From an optimization exercise on the open Yosys and OpenROAD flow, aimed at small area, a short achievable clock period and few clock cycles per item; shortcuts taken in it are not production practice.
At most, simulation tests tie the RTL to the original design; equivalence was not proved.
Only the layout flow was run in runs 2 to 5; the RTL was not checked for function there.

$ cat design/flow/run.sh
#!/bin/bash
# synth_recipe.tcl (not shown) runs the flow's synth.tcl, then flattens the netlist and writes it again
# the make line also repeats each setting of config.mk as NAME=value (left out here)
make -C /OpenROAD-flow-scripts/flow DESIGN_CONFIG=/design/flow/config.mk WORK_HOME=/design/flow/orfs CLKGATE_MAP_FILE= SYNTH_SCRIPT=/design/flow/synth_recipe.tcl finish
$ cat design/flow/config.mk
export PLATFORM = sky130hd
export DESIGN_NAME = systolic_top
export DESIGN_NICKNAME = systolic_top
export VERILOG_FILES = /design/flow/design.v
export SDC_FILE = /design/flow/constraint.sdc
export NUM_CORES = 4
export LEC_CHECK = 0
export CAP_MARGIN = 20
export CORE_MARGIN = 2
export CORE_UTILIZATION = 40
export SLEW_MARGIN = 20
$ cat design/flow/constraint.sdc
create_clock -name core_clock -period 5.0 [get_ports {clk}]
set_input_delay 1.0000 -clock core_clock [delete_from_list [all_inputs] [get_ports {clk}]]
set_output_delay 1.0000 -clock core_clock [all_outputs]
set_load 0.01 [all_outputs]
$ cat design/flow/design.v
`default_nettype none
package systolic_pkg;
	localparam int ELEM_W = 8;  
	localparam int DIM = 4;  
	localparam int WORD_W = DIM * ELEM_W;
	localparam int IDX_W = 8;
	localparam int K_W = 4;
	localparam int ROW_W = $clog2(DIM);  
	typedef logic [ELEM_W-1:0] elem_t;
	typedef elem_t lane_vec_t [DIM];  
	typedef logic [WORD_W-1:0] word_t;
	typedef logic [IDX_W-1:0] idx_t;
	typedef enum logic [2:0] {
		SEQ_IDLE,
		SEQ_FEED,
		SEQ_DRAIN,
		SEQ_WRITE,
		SEQ_DONE
	} seq_state_t;
endpackage
`default_nettype wire
`timescale 1ns/1ns
`default_nettype none
module pe (
	input wire clk,
	input wire rst,
	input logic clear_i,
	input systolic_pkg::elem_t data_i,
	input systolic_pkg::elem_t weight_i,
	output systolic_pkg::elem_t data_o,
	output systolic_pkg::elem_t weight_o,
	output systolic_pkg::elem_t acc_o
);
	systolic_pkg::elem_t acc_q;
	systolic_pkg::elem_t prod;
	assign prod = data_i * weight_i;  
	assign acc_o = acc_q;
	always_ff @(posedge clk or posedge rst) begin
		if (rst) begin
			data_o <= '0;
			weight_o <= '0;
			acc_q <= '0;
		end else begin
			data_o <= data_i;  
			weight_o <= weight_i;  
			if (clear_i) begin
				acc_q <= '0;
			end else begin
				acc_q <= acc_q + prod;
			end
		end
	end
endmodule
`default_nettype wire
`timescale 1ns/1ns
`default_nettype none
module skew_feeder (
	input wire clk,
	input wire rst,
	input logic feed_en_i,
	input systolic_pkg::word_t a_word_i,
	input systolic_pkg::word_t b_word_i,
	output logic [systolic_pkg::WORD_W-1:0] a_lane_o,
	output logic [systolic_pkg::WORD_W-1:0] b_lane_o
);
	localparam int DIM = systolic_pkg::DIM;
	localparam int ELEM_W = systolic_pkg::ELEM_W;
	localparam int WORD_W = systolic_pkg::WORD_W;
	logic [WORD_W-1:0] a_in;
	logic [WORD_W-1:0] b_in;
	always_comb begin
		for (int r = 0; r < DIM; r++) begin
			a_in[r*ELEM_W +: ELEM_W] = feed_en_i ? a_word_i[WORD_W-1-r*ELEM_W -: ELEM_W] : '0;
			b_in[r*ELEM_W +: ELEM_W] = feed_en_i ? b_word_i[WORD_W-1-r*ELEM_W -: ELEM_W] : '0;
		end
	end
	for (genvar r = 0; r < DIM; r++) begin : g_lane
		if (r == 0) begin : g_direct
			assign a_lane_o[r*ELEM_W +: ELEM_W] = a_in[r*ELEM_W +: ELEM_W];  
			assign b_lane_o[r*ELEM_W +: ELEM_W] = b_in[r*ELEM_W +: ELEM_W];
		end else begin : g_delay
			logic [r*ELEM_W-1:0] a_sr;  
			logic [r*ELEM_W-1:0] b_sr;
			always_ff @(posedge clk or posedge rst) begin
				if (rst) begin
					a_sr <= '0;
					b_sr <= '0;
				end else begin
					a_sr[0 +: ELEM_W] <= a_in[r*ELEM_W +: ELEM_W];
					b_sr[0 +: ELEM_W] <= b_in[r*ELEM_W +: ELEM_W];
					for (int i = 1; i < r; i++) begin
						a_sr[i*ELEM_W +: ELEM_W] <= a_sr[(i-1)*ELEM_W +: ELEM_W];
						b_sr[i*ELEM_W +: ELEM_W] <= b_sr[(i-1)*ELEM_W +: ELEM_W];
					end
				end
			end
			assign a_lane_o[r*ELEM_W +: ELEM_W] = a_sr[(r-1)*ELEM_W +: ELEM_W];  
			assign b_lane_o[r*ELEM_W +: ELEM_W] = b_sr[(r-1)*ELEM_W +: ELEM_W];
		end
	end
endmodule
`default_nettype wire
`timescale 1ns/1ns
`default_nettype none
module pe_array (
	input wire clk,
	input wire rst,
	input logic [systolic_pkg::WORD_W-1:0] a_lane_i,  
	input logic [systolic_pkg::WORD_W-1:0] b_lane_i,  
	input logic acc_clear_i,
	input logic [systolic_pkg::ROW_W-1:0] row_sel_i,
	output systolic_pkg::word_t row_data_o  
);
	localparam int DIM = systolic_pkg::DIM;
	localparam int ELEM_W = systolic_pkg::ELEM_W;
	logic [DIM-1:0][DIM:0][ELEM_W-1:0] d_net;
	logic [DIM:0][DIM-1:0][ELEM_W-1:0] w_net;
	logic [DIM-1:0][DIM-1:0][ELEM_W-1:0] acc;
	for (genvar r = 0; r < DIM; r++) begin : g_edge_a
		assign d_net[r][0] = a_lane_i[r*ELEM_W +: ELEM_W];
	end
	for (genvar c = 0; c < DIM; c++) begin : g_edge_b
		assign w_net[0][c] = b_lane_i[c*ELEM_W +: ELEM_W];
	end
	for (genvar r = 0; r < DIM; r++) begin : g_row
		for (genvar c = 0; c < DIM; c++) begin : g_col
			pe pe_inst (
				.clk(clk),
				.rst(rst),
				.clear_i(acc_clear_i),
				.data_i(d_net[r][c]),
				.weight_i(w_net[r][c]),
				.data_o(d_net[r][c+1]),
				.weight_o(w_net[r+1][c]),
				.acc_o(acc[r][c])
			);
		end
	end
	always_comb begin
		row_data_o = '0;
		for (int c = 0; c < DIM; c++) begin
			row_data_o[c*ELEM_W +: ELEM_W] = acc[row_sel_i][c];
		end
	end
endmodule
`default_nettype wire
`timescale 1ns/1ns
`default_nettype none
module array_sequencer #(
	parameter int MAX_K = 9
) (
	input wire clk,
	input wire rst,
	input logic start_i,
	input logic [systolic_pkg::K_W-1:0] k_i,
	output logic acc_clear_o,
	output logic [systolic_pkg::ROW_W-1:0] row_sel_o,
	input systolic_pkg::word_t row_data_i,
	output logic feed_en_o,
	output systolic_pkg::idx_t rd_index_o,
	output logic out_we_o,
	output systolic_pkg::idx_t out_index_o,
	output systolic_pkg::word_t out_wdata_o,
	output logic done_o
);
	localparam int K_W = systolic_pkg::K_W;
	localparam int ROW_W = systolic_pkg::ROW_W;
	localparam int DIM = systolic_pkg::DIM;
	typedef systolic_pkg::idx_t idx_t;
	typedef systolic_pkg::seq_state_t seq_state_t;
	localparam seq_state_t SEQ_IDLE = systolic_pkg::SEQ_IDLE;
	localparam seq_state_t SEQ_FEED = systolic_pkg::SEQ_FEED;
	localparam seq_state_t SEQ_DRAIN = systolic_pkg::SEQ_DRAIN;
	localparam seq_state_t SEQ_WRITE = systolic_pkg::SEQ_WRITE;
	localparam seq_state_t SEQ_DONE = systolic_pkg::SEQ_DONE;
	localparam logic [K_W-1:0] K_MAX = K_W'(MAX_K);
	localparam logic [K_W-1:0] DRAIN_LAST = K_W'(2 * (DIM - 1));
	localparam logic [K_W-1:0] WRITE_LAST = K_W'(DIM - 1);
	seq_state_t state_q;
	seq_state_t state_d;
	logic [K_W-1:0] cnt_q;  
	logic [K_W-1:0] k_q;
	logic [K_W-1:0] k_clamp;
	logic phase_last;
	always_comb begin
		if (k_i > K_MAX) begin
			k_clamp = K_MAX;
		end else if (k_i == '0) begin
			k_clamp = K_W'(1);  
		end else begin
			k_clamp = k_i;
		end
	end
	always_comb begin
		case (state_q)
			SEQ_FEED: phase_last = (cnt_q == k_q - K_W'(1));
			SEQ_DRAIN: phase_last = (cnt_q == DRAIN_LAST);
			SEQ_WRITE: phase_last = (cnt_q == WRITE_LAST);
			default: phase_last = 1'b1;
		endcase
	end
	always_comb begin
		state_d = state_q;
		case (state_q)
			SEQ_IDLE: begin
				if (start_i) begin
					state_d = SEQ_FEED;
				end
			end
			SEQ_FEED: begin
				if (phase_last) begin
					state_d = SEQ_DRAIN;
				end
			end
			SEQ_DRAIN: begin
				if (phase_last) begin
					state_d = SEQ_WRITE;
				end
			end
			SEQ_WRITE: begin
				if (phase_last) begin
					state_d = SEQ_DONE;
				end
			end
			default: state_d = SEQ_IDLE;  
		endcase
	end
	always_ff @(posedge clk or posedge rst) begin
		if (rst) begin
			state_q <= SEQ_IDLE;
			cnt_q <= '0;
			k_q <= '0;
		end else begin
			state_q <= state_d;
			if (state_q == SEQ_IDLE || state_d != state_q) begin
				cnt_q <= '0;
			end else begin
				cnt_q <= cnt_q + K_W'(1);
			end
			if (state_q == SEQ_IDLE && start_i) begin
				k_q <= k_clamp;  
			end
		end
	end
	assign feed_en_o = (state_q == SEQ_FEED);
	assign rd_index_o = feed_en_o ? idx_t'(cnt_q) : '0;
	assign row_sel_o = cnt_q[ROW_W-1:0];
	assign out_we_o = (state_q == SEQ_WRITE);
	assign out_index_o = out_we_o ? idx_t'(cnt_q) : '0;
	assign out_wdata_o = out_we_o ? row_data_i : '0;
	assign done_o = (state_q == SEQ_DONE);
	assign acc_clear_o = done_o;  
endmodule
`default_nettype wire
`timescale 1ns/1ns
`default_nettype none
module systolic_top #(
	parameter int MAX_K = 9
) (
	input wire clk,
	input wire rst,
	input logic start_i,
	input logic [systolic_pkg::K_W-1:0] k_i,
	input systolic_pkg::word_t a_rdata_i,  
	input systolic_pkg::word_t b_rdata_i,  
	output systolic_pkg::idx_t rd_index_o,
	output logic out_we_o,
	output systolic_pkg::idx_t out_index_o,
	output systolic_pkg::word_t out_wdata_o,
	output logic done_o
);
	logic [systolic_pkg::WORD_W-1:0] a_lane;
	logic [systolic_pkg::WORD_W-1:0] b_lane;
	logic acc_clear;
	logic [systolic_pkg::ROW_W-1:0] row_sel;
	systolic_pkg::word_t row_data;
	logic feed_en;
	skew_feeder skew_feeder_inst (
		.clk(clk),
		.rst(rst),
		.feed_en_i(feed_en),
		.a_word_i(a_rdata_i),
		.b_word_i(b_rdata_i),
		.a_lane_o(a_lane),
		.b_lane_o(b_lane)
	);
	pe_array pe_array_inst (
		.clk(clk),
		.rst(rst),
		.a_lane_i(a_lane),
		.b_lane_i(b_lane),
		.acc_clear_i(acc_clear),
		.row_sel_i(row_sel),
		.row_data_o(row_data)
	);
	array_sequencer #(
		.MAX_K(MAX_K)
	) array_sequencer_inst (
		.clk(clk),
		.rst(rst),
		.start_i(start_i),
		.k_i(k_i),
		.acc_clear_o(acc_clear),
		.row_sel_o(row_sel),
		.row_data_i(row_data),
		.feed_en_o(feed_en),
		.rd_index_o(rd_index_o),
		.out_we_o(out_we_o),
		.out_index_o(out_index_o),
		.out_wdata_o(out_wdata_o),
		.done_o(done_o)
	);
endmodule
`default_nettype wire
==> results of run 1 <==
## per-stage QoR
stage,setup TNS (ns),instance area (um^2),util [%]
5_1_grt,0,34500,46.2
3_3_place_gp,-0.140,32700,43.8
2_1_floorplan,-752.98,30200,-
6_report,0,34500,46.2
4_1_cts,0,34400,46.2
3_5_place_dp,-0.201,32700,43.8
## final timing paths
| check | from | cells after the start | end |
|---|---|---|---|
| setup / recovery | array_sequencer_inst.state_q[1] | 20 | pe_array_inst.g_row[0].g_col[0].pe_inst.acc_q[7] |
| max in group asynchronous | rst | 3 | pe_array_inst.g_row[3].g_col[1].pe_inst.acc_q[3] |
| min in group asynchronous | rst | 2 | skew_feeder_inst.g_lane[3].g_delay.a_sr[1] |
| hold / removal | skew_feeder_inst.g_lane[3].g_delay.b_sr[9] | 0 | skew_feeder_inst.g_lane[3].g_delay.b_sr[17] |
| hold reg to reg | skew_feeder_inst.g_lane[3].g_delay.b_sr[9] | 0 | skew_feeder_inst.g_lane[3].g_delay.b_sr[17] |
| setup reg to reg | array_sequencer_inst.state_q[1] | 20 | pe_array_inst.g_row[0].g_col[0].pe_inst.acc_q[7] |
## worst max-delay path: cells and delay by family (launching register included)
kind,cells,cell delay (ns)
adders and majority gates,6,2.10
and+or+nand+nor,4,0.78
xor gates and xnor gates,2,0.50
DFF,1,0.47
buffers and inverters,6,0.44
AOI/OAI and AO/OA,2,0.18
## kinds of logic (layout without fill, tap and decap cells)
| logic type | after synthesis | count (layout) | share of synthesized area (%) |
|---|---|---|---|
| AO/OA/AOI/OAI | 72 | 72 | 1.55 |
| adder cells (fa/ha/maj) | 562 | 562 | 30.5 |
| XOR/XNOR | 293 | 293 | 8.64 |
| other | 1 | 9 | 0.0124 |
| flip-flops | 427 | 427 | 35.4 |
| AND/OR/NAND/NOR | 836 | 836 | 13.3 |
| buffers and inverters | 640 | 828 | 8.15 |
| multiplexers | 34 | 34 | 2.46 |
## routing by layer
metal  global-route usage, %  up-vias  wire, um
met5                       0        -         0
met4                    5.51        0      1950
met3                    2.27      103      2480
met2                    30.9      303     33100
met1                    24.6     9435     29600
li1                        -     8816         -
## registers in the layout, indices dropped and copies added, names as in the netlist
| name | count |
|---|---|
| pe_array_inst.g_row.g_col.pe_inst.weight_o | 96 |
| skew_feeder_inst.g_lane.g_delay.a_sr | 48 |
| array_sequencer_inst.cnt_q | 4 |
| pe_array_inst.g_row.g_col.pe_inst.acc_q | 128 |
| pe_array_inst.g_row.g_col.pe_inst.data_o | 96 |
| array_sequencer_inst.state_q | 3 |
| skew_feeder_inst.g_lane.g_delay.b_sr | 48 |
| array_sequencer_inst.k_q | 4 |
## area by class of cell
cell class	count	area (um^2)	area share, %
sequential	427	10700	31.0
clock inverter	27	369	1.07
multi-input combinational	1805	17100	49.5
antenna	1	2.50	0.00726
clock buffer	65	1420	4.12
inverter	581	2180	6.34
tap	969	1210	3.52
timing repair buffer	155	1510	4.37
## Yosys cell counts (4+ instances only)
cell type  instances  share of area, %
nand2_1          418               5.2
xor2_1            70               2.0
buf_2              4             0.066
ha_1             274                11
mux4_2            32               2.4
a21oi_1           34              0.56
buf_4              8              0.20
clkbuf_1          42              0.52
fa_1             288                19
and3_1            12              0.25
dfrtp_1          427                35
xnor2_1          220               6.4
inv_1            581               7.2
a21o_1            32              0.80
and2_1           254               5.3
nor2_1            71              0.88
nor2b_1           64               1.3
==> impl_metrics.py, run 1 <==
metrics = {
    "global_routing": {
        "antenna_found_initial": 0,
        "grt_max_degree": 115,
        "grt_usage_pct": 18.3,
        "grt_pass1_vias": 20200,
        "overflow": 0,
        "grt_first_pass_wirelength_um": 111000,
    },
    "worst_setup_path": {
        "critPathMaxFanout": 9,
        "path_class": "register to register",
        "critPathSlowestCell": "fa_1",
        "crit_path_frequent_cell": "inv_1",
        "crit_path_end_kind": "register",
        "cp_cell_sequence": "nor3b_4, and2_0, buf_4, nand2_1, fa_1, inv_1, ha_1, ha_1, inv_1, fa_1, inv_1, ha_1, inv_1, fa_1, inv_1, a21o_1, a21oi_1, xnor3_1, xor2_1, nor2_1",
        "worstPathRequired_ns": 5.45,
        "arrival_ns": 5.07,
        "slowest_delay_ns": 0.52,
        "r2r_slack_ns": 0.38,
        "critPathLaunchType": "register",
    },
    "yosys": {
        "netlist_instances": 2865,
        "netlist_area_mm2": 0.0302,
        "ys_ff_latch": 427,
        "seq_area_frac_synth_pct": 35.4,
        "synth_edf_count": 0,
        "async_flop_share_pct": 100,
        "ys_warn_count": 4,
        "avgSynthCellArea_um2": 10.5,
        "yosysUniqueCellTypes": 39,
        "ys.flop_type": "dfrtp_1",
    },
    "die": {
        "ioPinCount": 121,
        "die_w_um": 279,
        "core_mm2": 0.0746,
        "dieHeight_um": 279,
        "die_area_mm2": 0.0777,
        "initial_utilization_pct": 40.5,
        "rows": 100,
    },
    "placed_design": {
        "hpwl_um": 52300,
        "pre_cts_slack_ns": -0.201,
        "portBuffers": 112,
        "dp_cells": 3937,
        "gp_congestion": 0.848,
    },
    "layout": {
        "finalNonFillerCells": 4030,
        "drive_gt1_share_pct": 5.62,
        "layout_commonest_cell": "inv_1",
        "nFillCells": 6977,
        "syn_to_final_growth_pct": 14.2,
        "final_cell_mix": "inv_1, dfrtp_1, nand2_1, fa_1, ha_1",
        "num-nets-final": 3652,
    },
    "routing": {
        "vias": 18700,
        "drtIter0Drc": 881,
        "wirelength_um": 67200,
        "wire_per_inst_um": 16.7,
        "drtAntennaViolNets": 0,
        "drc_errors": 0,
        "routed_via_density": 4.63,
        "firstDrtPassIters": 5,
    },
    "sta": {
        "max_slew_margin_pct": 27.9,
        "period_share_pct": 92.4,
        "max_freq_mhz": 216,
        "fin_crit_ns": 4.62,
        "finalHoldViolations": 0,
        "rsz0062_at_grt": "false",
        "hold_ws_ns": 0.344,
        "finClkSkew_ns": 0.0159,
        "worstMarginPinSlew_ns": 1.08,
        "maxSlewViolCount": 0,
        "final-setup-viol-count": 0,
        "finalWorstSetupSlack_ns": 0.378,
    },
    "hold_path": {
        "hold_class": "register to register",
    },
    "clocking": {
        "clock-root-buffer": "clkbuf_16",
        "clock_sinks": 427,
        "htreeDepth": 2,
        "cts_buffers": 49,
        "insertion_delay_ns": 0.59,
        "cts_setup_buffers": 0,
        "cts_tree": "done",
        "cts_resized": 0,
        "holdBufCountCts": 0,
        "clkTransAtPathRegs_ns": 0.06,
        "cts_max_path_buffers": 3,
    },
    "status": {
        "status": "finished clean",
    },
    "flow_run": {
        "cap_violations": 0,
    },
}
Testbench counts, summed over its fixed seeds: cycles 21,536, items 1,200.
==> run 2, diff against run 1 <==
==> design/flow/design.v (replaced) <==
`default_nettype none
package systolic_pkg;
	localparam int ELEM_W = 8;  
	localparam int DIM = 4;  
	localparam int WORD_W = DIM * ELEM_W;
	localparam int IDX_W = 8;
	localparam int K_W = 4;
	localparam int ROW_W = $clog2(DIM);  
	typedef logic [ELEM_W-1:0] elem_t;
	typedef elem_t lane_vec_t [DIM];  
	typedef logic [WORD_W-1:0] word_t;
	typedef logic [IDX_W-1:0] idx_t;
	typedef enum logic [2:0] {
		SEQ_IDLE,
		SEQ_FEED,
		SEQ_DRAIN,
		SEQ_WRITE,
		SEQ_DONE
	} seq_state_t;
endpackage
`default_nettype wire
`timescale 1ns/1ns
`default_nettype none
module systolic_top #(
	parameter int MAX_K = 9
) (
	input wire clk,
	input wire rst,
	input logic start_i,
	input logic [systolic_pkg::K_W-1:0] k_i,
	input systolic_pkg::word_t a_rdata_i,  
	input systolic_pkg::word_t b_rdata_i,  
	output systolic_pkg::idx_t rd_index_o,
	output logic out_we_o,
	output systolic_pkg::idx_t out_index_o,
	output systolic_pkg::word_t out_wdata_o,
	output logic done_o
);
	localparam int K_W = systolic_pkg::K_W;
	logic run_q;    
	logic done_q;   
	logic we_q;     
	logic [K_W-1:0] t_q;     
	logic [1:0] r_q;         
	logic [K_W-1:0] klast_q;  
	logic [K_W-1:0] klast_in;
	logic [K_W-1:0] klast;
	logic [7:0] acc_q [4];
	logic idle;
	logic active;
	logic last;
	logic [7:0] a_elem;
	always_comb begin
		if (k_i > K_W'(MAX_K)) begin
			klast_in = K_W'(MAX_K - 1);
		end else if (k_i == '0) begin
			klast_in = '0;
		end else begin
			klast_in = k_i - K_W'(1);
		end
	end
	assign idle = ~run_q & ~done_q;
	assign active = run_q | (idle & start_i);
	assign klast = run_q ? klast_q : klast_in;
	assign last = (t_q == klast);
	always_ff @(posedge clk or posedge rst) begin
		if (rst) begin
			run_q <= 1'b0;
			done_q <= 1'b0;
			we_q <= 1'b0;
			t_q <= '0;
			r_q <= '0;
		end else begin
			we_q <= active & last;
			done_q <= active & last & (r_q == 2'd3);
			if (active) begin
				run_q <= ~(last & (r_q == 2'd3));
				if (last) begin
					t_q <= '0;
					r_q <= r_q + 2'd1;
				end else begin
					t_q <= t_q + K_W'(1);
				end
			end
		end
	end
	always_ff @(posedge clk) begin
		if (idle) begin
			klast_q <= klast_in;
		end
	end
	always_comb begin
		case (r_q)
			2'd0: a_elem = a_rdata_i[31:24];
			2'd1: a_elem = a_rdata_i[23:16];
			2'd2: a_elem = a_rdata_i[15:8];
			default: a_elem = a_rdata_i[7:0];
		endcase
	end
	for (genvar c = 0; c < 4; c++) begin : g_mac
		logic [7:0] b_elem;
		assign b_elem = b_rdata_i[31-8*c -: 8];
		logic [7:0] acc_in;
		assign acc_in = (t_q == '0) ? 8'd0 : acc_q[c];
		always_ff @(posedge clk) begin
			acc_q[c] <= acc_in + a_elem * b_elem;
		end
		assign out_wdata_o[8*c +: 8] = acc_q[c];
	end
	assign rd_index_o = {4'b0, t_q};
	assign out_we_o = we_q;
	assign out_index_o = {6'b0, r_q - 2'd1};
	assign done_o = done_q;
endmodule
`default_nettype wire
==> impl_metrics.py, run 2 <==
metrics = {
    "status": {
        "status": "finished clean",
    },
    "global_routing": {
        "antenna_found_initial": 0,
        "grt_max_degree": 20,
        "overflow": 0,
        "grt_usage_pct": 21.1,
        "grt_first_pass_wirelength_um": 27500,
        "grt_pass1_vias": 5696,
    },
    "worst_setup_path": {
        "crit_path_end_kind": "register",
        "r2r-start": "r_q[0]",
        "arrival_ns": 5.13,
        "r2r_slack_ns": 0.14,
        "critPathLaunchType": "primary input",
        "startpoint": "a_rdata_i[16]",
        "path_class": "primary input to register",
        "worstPathRequired_ns": 5.17,
        "critPathMaxFanout": 12,
    },
    "clocking": {
        "htreeDepth": 2,
        "clock-root-buffer": "clkbuf_16",
        "cts_max_path_buffers": 2,
        "clkTransAtPathRegs_ns": 0.07,
        "holdBufCountCts": 0,
        "clock_sinks": 45,
        "insertion_delay_ns": 0.30,
        "cts_buffers": 5,
        "cts_tree": "done",
    },
    "die": {
        "dieHeight_um": 129,
        "rows": 45,
        "ioPinCount": 121,
        "initial_utilization_pct": 40.9,
        "die_w_um": 129,
        "core_mm2": 0.0152,
        "die_area_mm2": 0.0166,
    },
    "placed_design": {
        "portBuffers": 110,
        "dpl-instance-area_mm2": 0.00799,
        "dp_cells": 1049,
        "gp_congestion": 0.859,
        "hpwl_um": 13000,
    },
    "routing": {
        "wl_met3_um": 837,
        "routed_via_density": 4.85,
        "top_layer": "met4",
        "firstDrtPassIters": 5,
        "drtAntennaViolNets": 0,
        "vias": 5315,
        "wire_per_inst_um": 15.5,
        "met1_length_um": 7370,
        "met2_length_um": 8400,
        "wirelength_um": 17000,
        "drc_errors": 0,
        "drtIter0Drc": 216,
    },
    "layout": {
        "finalNonFillerCells": 1097,
        "reg.largest.list": "acc_q x32, klast_q x4, t_q x4",
        "num-nets-final": 1127,
        "largest_reg_flops": 32,
        "drive_gt1_share_pct": 26.3,
        "final_cell_mix": "inv_1, nand2_1, clkdlybuf4s50_1, buf_4, fa_1",
        "top_register": "acc_q",
        "fin_area_mm2": 0.00909,
        "syn_to_final_growth_pct": 46.1,
        "n_antenna_cell": 0,
        "layout_commonest_cell": "inv_1",
    },
    "yosys": {
        "netlist_instances": 710,
        "ys.flop_type": "dfxtp_1",
        "async_flop_share_pct": 20.0,
        "post-synth-top-count-cell": "inv_1",
        "seq_area_frac_synth_pct": 15.8,
        "ys_warn_count": 2,
        "yosysTopAreaCell": "fa_1",
        "ys_ff_latch": 45,
        "yosysUniqueCellTypes": 45,
        "avgSynthCellArea_um2": 8.77,
        "netlist_area_mm2": 0.00622,
        "synth_top_area_share_pct": 23.2,
        "yosys-top-cells-area": "fa_1, ha_1, dfxtp_1",
        "yosys-top-cells-count": "inv_1, nand2_1, ha_1",
        "synth_edf_count": 4,
    },
    "sta": {
        "max_freq_mhz": 202,
        "fin_crit_ns": 4.95,
        "period_share_pct": 99.1,
        "maxSlewViolCount": 0,
        "worstMarginPinSlew_ns": 0.684,
        "finClkSkew_ns": 0.00766,
        "finalHoldViolations": 0,
        "setup-tns-final_ns": 0,
        "max_slew_margin_pct": 54.4,
        "final-setup-viol-count": 0,
        "hold_ws_ns": 0.581,
        "rsz0062_at_grt": "true",
    },
    "hold_path": {
        "hold_class": "register to register",
        "hold_path.startpoint": "acc_q[0][0]",
    },
    "flow_run": {
        "cap_violations": 0,
    },
}
run 2: cell types whose count changed in the layout (fill, tap and decap cells not counted), sizes merged, moves of 55 or more:
cell and delta:
and2 -201, buf +60, clkbuf -57, dfrtp -418, fa -216, ha -198
inv -436, nand2 -295, nor2 -67, nor2b -55, xnor2 -166, xor2 -60
run 2: critical path, cell delays in order:
cell and delay, ns:
clkdlybuf4s50_1 0.40, a222oi_1 0.37, a21oi_2 0.13, buf_12 0.16
buf_12 0.14, and2_4 0.16, ha_2 0.17, fa_1 0.44
ha_1 0.29, inv_1 0.04, fa_1 0.49, inv_2 0.05
fa_2 0.38, a21o_1 0.20, a21oi_2 0.15, xnor2_1 0.14
xnor2_1 0.15, xnor2_1 0.15, xnor2_1 0.10
run 2: layout make-up:
type | instances | area (um^2)
fillers | 1298 | 6110
multi-input cells | 496 | 5090
repair buffers | 213 | 2040
flip-flops and latches | 45 | 987
inverters | 147 | 556
well taps | 188 | 235
clock buffers | 5 | 125
clock inverters | 3 | 65.1
run 2: path summary, 6_finish.rpt:
path                               endpoint  depth (start not counted)
worst max-delay path            acc_q[1][7]                         19
worst min-delay path            acc_q[0][0]                          2
worst max register to register  acc_q[2][7]                         20
worst min register to register  acc_q[0][0]                          2
max in group asynchronous            r_q[0]                          2
min in group asynchronous             run_q                          2
run 2: through the flow:
stage	utilization, %	worst slack [ns]
2_1_floorplan	-	-0.0346
3_3_place_gp	52.6	-0.511
3_5_place_dp	52.6	-0.555
4_1_cts	56.4	-0.0925
5_1_grt	59.8	-0.126
6_report	59.8	0.0473
run 2: cells by family after synthesis:
kind of cell    Yosys count  synth area share, %
compound gates           56                 6.61
xor+xnor                 69                 10.8
fa+ha+maj               148                 38.4
buf+inv                 178                 11.5
flops                    45                 15.8
mux                       1                0.161
other cells               1               0.0603
simple gates            212                 16.5
run 2: per-layer routing:
| metal | track usage (%) | vias to the layer above |
|---|---|---|
| met1 | 26.7 | 2587 |
| met4 | 6.14 | 0 |
| met5 | 0 | - |
| met3 | 3.70 | 24 |
| met2 | 37.1 | 161 |
| li1 | - | 2543 |
run 2: repair_timing:
action                                  4_1_cts  5_1_grt
gates cloned                                  2        1
endpoints found under the setup margin        4        4
gates resized for setup                      65      104
pin swaps                                    49       72
buffers inserted                             16       21
==> run 3, diff against run 2 <==
--- a/design/flow/design.v
+++ b/design/flow/design.v
@@ -37,19 +37,25 @@
 	output logic done_o
 );
 	localparam int K_W = systolic_pkg::K_W;
-	logic run_q;    
-	logic done_q;   
-	logic we_q;     
-	logic [K_W-1:0] t_q;     
-	logic [1:0] r_q;         
+	logic run_q;              
+	logic [K_W-1:0] t_q;      
+	logic [1:0] r_q;          
 	logic [K_W-1:0] klast_q;  
 	logic [K_W-1:0] klast_in;
 	logic [K_W-1:0] klast;
-	logic [7:0] acc_q [4];
 	logic idle;
 	logic active;
 	logic last;
-	logic [7:0] a_elem;
+	logic [7:0] a_q;          
+	logic [31:0] b_q;         
+	logic first_q;            
+	logic last_q;             
+	logic [1:0] r1_q;
+	logic fin_q;              
+	logic [7:0] acc_q [4];
+	logic we_q;
+	logic [1:0] wrow_q;
+	logic done_q;
 	always_comb begin
 		if (k_i > K_W'(MAX_K)) begin
 			klast_in = K_W'(MAX_K - 1);
@@ -59,20 +65,20 @@
 			klast_in = k_i - K_W'(1);
 		end
 	end
-	assign idle = ~run_q & ~done_q;
+	assign idle = ~run_q & ~fin_q & ~done_q;
 	assign active = run_q | (idle & start_i);
 	assign klast = run_q ? klast_q : klast_in;
 	assign last = (t_q == klast);
 	always_ff @(posedge clk or posedge rst) begin
 		if (rst) begin
 			run_q <= 1'b0;
-			done_q <= 1'b0;
-			we_q <= 1'b0;
 			t_q <= '0;
 			r_q <= '0;
+			last_q <= 1'b0;
+			fin_q <= 1'b0;
+			we_q <= 1'b0;
+			done_q <= 1'b0;
 		end else begin
-			we_q <= active & last;
-			done_q <= active & last & (r_q == 2'd3);
 			if (active) begin
 				run_q <= ~(last & (r_q == 2'd3));
 				if (last) begin
@@ -82,34 +88,38 @@
 					t_q <= t_q + K_W'(1);
 				end
 			end
+			last_q <= active & last;
+			fin_q <= active & last & (r_q == 2'd3);
+			we_q <= last_q;
+			done_q <= fin_q;
 		end
 	end
 	always_ff @(posedge clk) begin
 		if (idle) begin
 			klast_q <= klast_in;
 		end
-	end
-	always_comb begin
+		first_q <= (t_q == '0);
+		r1_q <= r_q;
+		wrow_q <= r1_q;
+		b_q <= b_rdata_i;
 		case (r_q)
-			2'd0: a_elem = a_rdata_i[31:24];
-			2'd1: a_elem = a_rdata_i[23:16];
-			2'd2: a_elem = a_rdata_i[15:8];
-			default: a_elem = a_rdata_i[7:0];
+			2'd0: a_q <= a_rdata_i[31:24];
+			2'd1: a_q <= a_rdata_i[23:16];
+			2'd2: a_q <= a_rdata_i[15:8];
+			default: a_q <= a_rdata_i[7:0];
 		endcase
 	end
 	for (genvar c = 0; c < 4; c++) begin : g_mac
-		logic [7:0] b_elem;
-		assign b_elem = b_rdata_i[31-8*c -: 8];
 		logic [7:0] acc_in;
-		assign acc_in = (t_q == '0) ? 8'd0 : acc_q[c];
+		assign acc_in = first_q ? 8'd0 : acc_q[c];
 		always_ff @(posedge clk) begin
-			acc_q[c] <= acc_in + a_elem * b_elem;
+			acc_q[c] <= acc_in + a_q * b_q[31-8*c -: 8];
 		end
 		assign out_wdata_o[8*c +: 8] = acc_q[c];
 	end
 	assign rd_index_o = {4'b0, t_q};
 	assign out_we_o = we_q;
-	assign out_index_o = {6'b0, r_q - 2'd1};
+	assign out_index_o = {6'b0, wrow_q};
 	assign done_o = done_q;
 endmodule
 `default_nettype wire
==> impl_metrics.py, run 3 <==
metrics = {
    "placed_design": {
        "dp_cells": 1077,
        "portBuffers": 110,
        "hpwl_um": 12100,
        "gp_congestion": 0.835,
    },
    "hold_path": {
        "holdPathStages": 0,
        "hold_path.startpoint": "r1_q[0]",
        "hold_class": "register to register",
        "min_delay_worst_endpoint": "wrow_q[0]",
    },
    "clocking": {
        "htreeDepth": 3,
        "holdBufCountCts": 0,
        "insertion_delay_ns": 0.36,
        "clock_sinks": 92,
        "cts_buffers": 9,
        "cts_max_path_buffers": 2,
        "clock-root-buffer": "clkbuf_16",
        "clkTransAtPathRegs_ns": 0.06,
        "cts_tree": "done",
        "cts_resized": 0,
        "cts_setup_buffers": 0,
    },
    "routing": {
        "drtAntennaViolNets": 0,
        "firstDrtPassIters": 4,
        "wirelength_um": 15300,
        "routed_via_density": 4.64,
        "drc_errors": 0,
        "drtIter0Drc": 188,
        "vias": 5073,
        "wire_per_inst_um": 14.0,
    },
    "layout": {
        "drive_gt1_share_pct": 3.36,
        "finalNonFillerCells": 1093,
        "n_antenna_cell": 0,
        "final_util_pct": 49.4,
        "syn_to_final_growth_pct": 22.2,
        "reg.largest.list": "acc_q x32, b_q x32, a_q x8",
        "final_cell_mix": "inv_1, clkdlybuf4s50_1, nand2_1, ha_1, dfxtp_1",
        "num-nets-final": 1080,
        "layout_commonest_cell": "inv_1",
    },
    "worst_setup_path": {
        "r2r-start": "a_q[5]",
        "path_class": "register to register",
        "r2r_slack_ns": 0.93,
        "critPathMaxFanout": 12,
        "crit_path_end_kind": "register",
        "critPathLaunchType": "register",
        "arrival_ns": 4.31,
        "worst_r2r_path_depth": 13,
        "rr_endpoint": "acc_q[2][7]",
        "worstPathRequired_ns": 5.24,
    },
    "die": {
        "ioPinCount": 121,
        "dieHeight_um": 138,
        "die_w_um": 138,
        "core_mm2": 0.0178,
        "initial_utilization_pct": 40.5,
        "rows": 49,
        "die_area_mm2": 0.0191,
    },
    "status": {
        "status": "finished clean",
    },
    "sta": {
        "fin_crit_ns": 4.07,
        "finalHoldViolations": 0,
        "maxSlewViolCount": 0,
        "worstMarginPinSlew_ns": 0.876,
        "final-setup-viol-count": 0,
        "period_share_pct": 81.3,
        "max_freq_mhz": 246,
        "setup-tns-final_ns": 0,
        "rsz0062_at_grt": "false",
        "hold_ws_ns": 0.328,
        "finClkSkew_ns": 0.0127,
        "max_slew_margin_pct": 41.2,
    },
    "global_routing": {
        "met2_usage_pct": 27.9,
        "overflow": 0,
        "grt_first_pass_wirelength_um": 25800,
        "grt_usage_pct": 16.7,
        "met3_usage_pct": 4.26,
        "grt_pass1_vias": 5285,
        "busiest_layer": "met2",
        "met1_usage_pct": 21.4,
        "grt_max_degree": 25,
        "antenna_found_initial": 0,
    },
    "yosys": {
        "yosys-top-cells-area": "dfxtp_1, fa_1, ha_1",
        "ys_warn_count": 2,
        "synth_edf_count": 4,
        "yosysUniqueCellTypes": 44,
        "seq_area_frac_synth_pct": 26.9,
        "netlist_area_mm2": 0.00719,
        "async_flop_share_pct": 12.0,
        "netlist_instances": 756,
        "avgSynthCellArea_um2": 9.51,
        "yosys-top-cells-count": "inv_1, nand2_1, ha_1",
        "post-synth-top-count-cell": "inv_1",
        "ys.flop_type": "dfxtp_1",
        "ys_ff_latch": 92,
        "yosysTopAreaCell": "dfxtp_1",
        "synth_top_area_share_pct": 21.4,
    },
    "flow_run": {
        "cap_violations": 0,
    },
}
run 3: logic make-up after synthesis:
| group | share of synthesized area (%) |
|---|---|
| simple gates | 14.2 |
| buf+inv | 9.66 |
| fa+ha+maj | 33.6 |
| flops | 26.9 |
| xor+xnor | 8.89 |
| compound gates | 5.10 |
| mux | 1.53 |
| other cells | 0.0521 |
run 3: final cells by class:
type / instances / area, um^2
clock buffers: 9 / 225
clock inverters: 7 / 75.1
fillers: 1712 / 8990
inverters: 140 / 526
multi-input cells: 500 / 4590
flip-flops and latches: 92 / 1940
well taps: 229 / 287
repair buffers: 116 / 1150
run 3: worst max-delay path: stages (launching register included):
cell,delay (ns)
dfxtp_1,0.66
nand2_1,0.16
fa_1,0.53
fa_1,0.52
inv_1,0.06
fa_1,0.48
inv_1,0.06
fa_1,0.53
inv_1,0.04
ha_1,0.32
a21oi_1,0.18
xnor2_1,0.16
xnor2_1,0.17
xnor2_1,0.09
run 3: worst max-delay path by stage:
| stage | cells past startpoint | slack, ns | from | endpoint |
|---|---|---|---|---|
| global placement | 13 | 0.92 | a_q[5] | acc_q[2][7] |
| finish | 13 | 0.93 | a_q[5] | acc_q[2][7] |
| detailed placement | 15 | 0.92 | a_q[2] | acc_q[2][7] |
| global route | 15 | 0.67 | a_q[2] | acc_q[2][7] |
| CTS | 13 | 0.90 | a_q[5] | acc_q[2][7] |
| floorplan | 16 | 0.97 | first_q | acc_q[2][7] |
run 3: layer usage:
| metal | wire, um | vias up |
|---|---|---|
| li1 | - | 2500 |
| met1 | 6880 | 2409 |
| met2 | 7210 | 138 |
| met3 | 935 | 26 |
| met4 | 282 | 0 |
| met5 | 0 | - |
run 3: metrics by stage:
step | setup WS, ns | area, um^2
2_1_floorplan | 0.969 | 7230
4_1_cts | 0.904 | 8790
3_3_place_gp | 0.916 | 8490
6_report | 0.933 | 8790
3_5_place_dp | 0.920 | 8490
5_1_grt | 0.672 | 8790
==> run 4, diff against run 3 <==
--- a/design/flow/config.mk
+++ b/design/flow/config.mk
@@ -5,6 +5,7 @@
 export SDC_FILE = /design/flow/constraint.sdc
 export NUM_CORES = 4
 export LEC_CHECK = 0
+export ABC_CLOCK_PERIOD_IN_PS = 2000
 export CAP_MARGIN = 20
 export CORE_MARGIN = 2
 export CORE_UTILIZATION = 40
==> impl_metrics.py, run 4 <==
metrics = {
    "placed_design": {
        "dpl-instance-area_mm2": 0.00849,
        "pre_cts_slack_ns": 0.920,
        "hpwl_um": 12100,
        "gp_congestion": 0.835,
        "portBuffers": 110,
    },
    "layout": {
        "reg.largest.list": "acc_q x32, b_q x32, a_q x8",
        "layout_commonest_cell": "inv_1",
        "final_cell_mix": "inv_1, clkdlybuf4s50_1, nand2_1, ha_1, dfxtp_1",
        "multi_input_area_mm2": 0.00459,
        "syn_to_final_growth_pct": 22.2,
        "nFillCells": 1712,
        "final-seq-area_mm2": 0.00194,
        "num-nets-final": 1080,
        "n_antenna_cell": 0,
        "fin_area_mm2": 0.00879,
        "drive_gt1_share_pct": 3.36,
    },
    "worst_setup_path": {
        "rr_endpoint": "acc_q[2][7]",
        "crit_path_end_kind": "register",
        "worstPathRequired_ns": 5.24,
        "critPathLaunchType": "register",
        "worst_r2r_path_depth": 13,
        "r2r_slack_ns": 0.93,
        "critPathMaxFanout": 12,
        "arrival_ns": 4.31,
        "path_class": "register to register",
        "r2r-start": "a_q[5]",
    },
    "global_routing": {
        "grt_first_pass_wirelength_um": 25800,
        "antenna_found_initial": 0,
        "grt_usage_pct": 16.7,
        "grt_pass1_vias": 5285,
        "overflow": 0,
        "grt_max_degree": 25,
    },
    "routing": {
        "firstDrtPassIters": 4,
        "vias": 5073,
        "wire_per_inst_um": 14.0,
        "routed_via_density": 4.64,
        "wirelength_um": 15300,
        "drtAntennaViolNets": 0,
        "drc_errors": 0,
        "drtIter0Drc": 188,
    },
    "hold_path": {
        "hold_path.startpoint": "r1_q[0]",
        "min_delay_worst_endpoint": "wrow_q[0]",
        "holdPathStages": 0,
        "hold_class": "register to register",
    },
    "clocking": {
        "cts_resized": 0,
        "clock-root-buffer": "clkbuf_16",
        "cts_max_path_buffers": 2,
        "holdBufCountCts": 0,
        "htreeDepth": 3,
        "insertion_delay_ns": 0.36,
        "clock_sinks": 92,
        "cts_tree": "done",
        "cts_buffers": 9,
        "clkTransAtPathRegs_ns": 0.06,
        "cts_setup_buffers": 0,
    },
    "sta": {
        "hold_ws_ns": 0.328,
        "finalWorstSetupSlack_ns": 0.933,
        "rsz0062_at_grt": "false",
        "finalHoldViolations": 0,
        "fin_crit_ns": 4.07,
        "period_share_pct": 81.3,
        "max_freq_mhz": 246,
        "maxSlewViolCount": 0,
        "max_slew_margin_pct": 41.2,
        "setup-tns-final_ns": 0,
        "finClkSkew_ns": 0.0127,
        "worstMarginPinSlew_ns": 0.876,
        "final-setup-viol-count": 0,
    },
    "yosys": {
        "netlist_instances": 756,
        "ys.flop_type": "dfxtp_1",
        "netlist_area_mm2": 0.00719,
        "yosysUniqueCellTypes": 44,
        "yosys-top-cells-area": "dfxtp_1, fa_1, ha_1",
        "post-synth-top-count-cell": "inv_1",
        "synth_edf_count": 4,
        "synth_top_area_share_pct": 21.4,
        "seq_area_frac_synth_pct": 26.9,
        "avgSynthCellArea_um2": 9.51,
        "yosys-top-cells-count": "inv_1, nand2_1, ha_1",
        "yosysTopAreaCell": "dfxtp_1",
        "ys_ff_latch": 92,
        "ys_warn_count": 2,
        "async_flop_share_pct": 12.0,
    },
    "die": {
        "die_area_mm2": 0.0191,
        "die_w_um": 138,
        "core_mm2": 0.0178,
        "initial_utilization_pct": 40.5,
        "ioPinCount": 121,
        "dieHeight_um": 138,
        "rows": 49,
    },
    "flow_run": {
        "cap_violations": 0,
    },
    "status": {
        "status": "finished clean",
    },
}
run 4: cell counts in the layout (fill, tap and decap cells not counted):
No cell type changed its count.
run 4: worst max-delay path: stages (launching register included):
cell and delay, ns:
dfxtp_1 0.66, nand2_1 0.16, fa_1 0.53, fa_1 0.52, inv_1 0.06, fa_1 0.48
inv_1 0.06, fa_1 0.53, inv_1 0.04, ha_1 0.32, a21oi_1 0.18, xnor2_1 0.16
xnor2_1 0.17, xnor2_1 0.09
run 4: routing by layer:
layer	track usage, %	share of wire [%]	up-vias
met5	0	0	-
met4	5.16	1.8	0
met3	4.26	6.1	26
met2	27.9	47	138
met1	21.4	45	2409
li1	-	-	2500
run 4: logic make-up (layout without fill, tap and decap cells):
kind of cell | Yosys count | after routing | share of synthesized area, %
AO/OA/AOI/OAI | 50 | 50 | 5.10
adder cells (fa/ha/maj) | 150 | 150 | 33.6
multiplexers | 10 | 10 | 1.53
other | 1 | 10 | 0.0521
AND/OR/NAND/NOR | 207 | 207 | 14.2
buffers and inverters | 173 | 272 | 9.66
XOR/XNOR | 73 | 73 | 8.89
flip-flops | 92 | 92 | 26.9
run 4: worst max path at each step:
| stage | from | to | depth (start not counted) |
|---|---|---|---|
| finish | a_q[5] | acc_q[2][7] | 13 |
| global route | a_q[2] | acc_q[2][7] | 15 |
| CTS | a_q[5] | acc_q[2][7] | 13 |
| detailed placement | a_q[2] | acc_q[2][7] | 15 |
| global placement | a_q[5] | acc_q[2][7] | 13 |
| floorplan | first_q | acc_q[2][7] | 16 |
run 4: layout make-up:
class | instances | share of cell area (%)
Clock buffer | 9 | 2.56
Clock inverter | 7 | 0.854
Inverter | 140 | 5.98
Multi-Input combinational cell | 500 | 52.3
Sequential cell | 92 | 22.0
Tap cell | 229 | 3.26
Timing Repair Buffer | 116 | 13.0
run 4: metrics by stage:
step	std cells	util [%]
finish	1093	49.4
global route	1093	49.4
CTS	1093	49.4
detailed placement	1077	47.7
global placement	1077	47.7
floorplan	765	-
==> run 5, diff against run 4 <==
--- a/design/flow/config.mk
+++ b/design/flow/config.mk
@@ -5,8 +5,8 @@
 export SDC_FILE = /design/flow/constraint.sdc
 export NUM_CORES = 4
 export LEC_CHECK = 0
-export ABC_CLOCK_PERIOD_IN_PS = 2000
 export CAP_MARGIN = 20
 export CORE_MARGIN = 2
 export CORE_UTILIZATION = 40
+export SETUP_SLACK_MARGIN = 1.5
 export SLEW_MARGIN = 20
==> impl_metrics.py, run 5 <==
metrics = {
    "status": {
        "status": "finished clean",
    },
    "die": {
        "dieHeight_um": 138,
        "rows": 49,
        "die_w_um": 138,
        "die_area_mm2": 0.0191,
        "initial_utilization_pct": 40.5,
        "ioPinCount": 121,
        "core_mm2": 0.0178,
    },
    "clocking": {
        "htreeDepth": 3,
        "clkTransAtPathRegs_ns": 0.07,
        "clock-root-buffer": "clkbuf_16",
        "cts_buffers": 9,
        "clock_sinks": 92,
        "insertion_delay_ns": 0.35,
        "cts_max_path_buffers": 2,
        "cts_tree": "done",
    },
    "global_routing": {
        "grt_first_pass_wirelength_um": 27000,
        "grt_pass1_vias": 5383,
        "overflow": 0,
        "grt_max_degree": 16,
        "antenna_found_initial": 0,
        "grt_usage_pct": 17.8,
    },
    "placed_design": {
        "dpl-instance-area_mm2": 0.00863,
        "gp_congestion": 0.815,
        "portBuffers": 110,
        "hpwl_um": 11900,
        "dp_cells": 1076,
    },
    "layout": {
        "final-seq-area_mm2": 0.00197,
        "n_antenna_cell": 0,
        "num-nets-final": 1103,
        "layout_commonest_cell": "inv_1",
        "reg.largest.list": "acc_q x32, b_q x32, a_q x8",
        "syn_to_final_growth_pct": 31.7,
        "finalNonFillerCells": 1116,
        "nFillCells": 1589,
        "fin_area_mm2": 0.00947,
        "final_cell_mix": "inv_1, clkdlybuf4s50_1, nand2_1, dfxtp_1, ha_1",
        "multi_input_area_mm2": 0.00494,
        "drive_gt1_share_pct": 14.2,
    },
    "routing": {
        "drtIter0Drc": 201,
        "routed_via_density": 4.56,
        "wirelength_um": 15900,
        "vias": 5090,
        "wire_per_inst_um": 14.2,
        "drtAntennaViolNets": 0,
        "drc_errors": 0,
        "firstDrtPassIters": 4,
    },
    "sta": {
        "hold_ws_ns": 0.325,
        "period_share_pct": 72.9,
        "rsz0062_at_grt": "true",
        "finalHoldViolations": 0,
        "finClkSkew_ns": 0.0103,
        "worstMarginPinSlew_ns": 0.847,
        "max_slew_margin_pct": 43.1,
        "fin_crit_ns": 3.64,
        "setup-tns-final_ns": 0,
        "final-setup-viol-count": 0,
        "max_freq_mhz": 274,
        "maxSlewViolCount": 0,
    },
    "yosys": {
        "synth_top_area_share_pct": 21.4,
        "ys_warn_count": 2,
        "post-synth-top-count-cell": "inv_1",
        "yosys-top-cells-count": "inv_1, nand2_1, ha_1",
        "netlist_instances": 756,
        "synth_edf_count": 4,
        "yosysUniqueCellTypes": 44,
        "yosys-top-cells-area": "dfxtp_1, fa_1, ha_1",
        "ys_ff_latch": 92,
        "netlist_area_mm2": 0.00719,
        "seq_area_frac_synth_pct": 26.9,
        "yosysTopAreaCell": "dfxtp_1",
        "avgSynthCellArea_um2": 9.51,
        "ys.flop_type": "dfxtp_1",
        "async_flop_share_pct": 12.0,
    },
    "hold_path": {
        "hold_class": "register to register",
        "hold_path.startpoint": "r1_q[0]",
    },
    "worst_setup_path": {
        "crit_path_end_kind": "register",
        "critPathLaunchType": "register",
        "critPathMaxFanout": 6,
        "startpoint": "first_q",
        "path_class": "register to register",
        "r2r_slack_ns": 1.36,
        "worstPathRequired_ns": 5.24,
        "r2r-start": "first_q",
        "arrival_ns": 3.89,
    },
    "flow_run": {
        "cap_violations": 0,
    },
}
[run 5: cell types whose count changed in the layout (fill, tap and decap cells not counted), sizes merged]
cell	delta
buf	+23
bufinv	+3
clkinv	-3
clkinvlp	+2
inv	-2
[run 5: metrics by stage]
step,setup slack (ns),utilization [%]
after floorplan,1.33,-
after CTS,1.35,52.7
after global placement,0.956,48.6
after detailed placement,0.863,48.6
final,1.36,53.3
after global routing,1.22,53.3
[run 5: cell families after synthesis]
kind of cell / synth area share [%]
and+or+nand+nor: 14.2
buffers and inverters: 9.66
adders and majority gates: 33.6
DFF: 26.9
xor gates and xnor gates: 8.89
AOI/OAI and AO/OA: 5.10
muxes: 1.53
other: 0.0521
[run 5: what timing repair did]
action,4_1_cts,5_1_grt
pin swaps,43,30
hold buffers,0,0
resized for setup,50,19
endpoints found under the setup margin,16,8
buffers inserted,22,2
endpoints found under the hold margin,0,0
[run 5: layer usage]
layer  routed length [um]  global-route usage, %  up-vias
met5                    0                      0        -
met4                  265                   4.99        0
met3                  961                   4.47       15
met2                 7420                   29.2      132
met1                 7250                   23.4     2400
li1                     -                      -     2543
[run 5: worst paths after layout]
path / end / cells past startpoint
hold / removal: wrow_q[0] / 0
min in group asynchronous: we_q / 2
setup reg to reg: acc_q[2][7] / 14
hold reg to reg: wrow_q[0] / 0
max in group asynchronous: t_q[3] / 2
setup / recovery: acc_q[2][7] / 14
[run 5: layout make-up]
cell class / count / area share (%)
multi-input combinational: 500 / 52.1
sequential: 92 / 20.8
timing repair buffer: 139 / 14.7
inverter: 140 / 5.55
tap: 229 / 3.03
clock buffer: 9 / 2.38
clock inverter: 7 / 1.47
[run 5: worst max-delay path: stages, from the launching register on]
cell and delay, ns:
dfxtp_4 0.46, buf_8 0.16, nand2b_4 0.14, fa_1 0.42
fa_1 0.49, inv_1 0.05, fa_1 0.47, inv_1 0.05
fa_1 0.51, inv_2 0.05, ha_4 0.24, a21oi_2 0.12
xnor2_1 0.14, xnor2_1 0.15, xnor2_1 0.08

==> static timing again, ports no longer ideal <==
Ports are ideal in the flow. The routed layouts listed here were re-timed in OpenROAD. Step 1 assumes that a clkbuf_16 drives the clock port and a buf_2 every other input. Step 2 moves the port delays by t, midway between the first and last clock arrival at a register: inputs arrive t later, outputs are due t later. That takes back most of the time a late clock gives input paths. Slacks: ideal / step 1 / step 2; pairs: ideal / step 1.
run | t, ns | slack for setup (ns) | worst setup path at the end | latest minus earliest clock arrival (ns) | pins driven straight from the clock port
run 1 | 0.650 | 0.378 / 0.378 / -0.229 | input to register | 0.020 / 0.020 | 1
run 2 | 0.335 | 0.047 / 0.065 / -0.270 | input to register | 0.008 / 0.008 | 1
run 3 | 0.399 | 0.933 / 0.933 / 0.933 | register to register | 0.014 / 0.013 | 1
run 4 | 0.399 | 0.933 / 0.933 / 0.933 | register to register | 0.014 / 0.013 | 1
run 5 | 0.392 | 1.355 / 1.355 / 1.355 | register to register | 0.011 / 0.012 | 1
With both steps, setup timing fails in run 1 and run 2, where it was met with ideal ports. The setup slack of run 1, which loses most, moves by 0.000 ns with the drivers and by -0.607 ns with both steps.
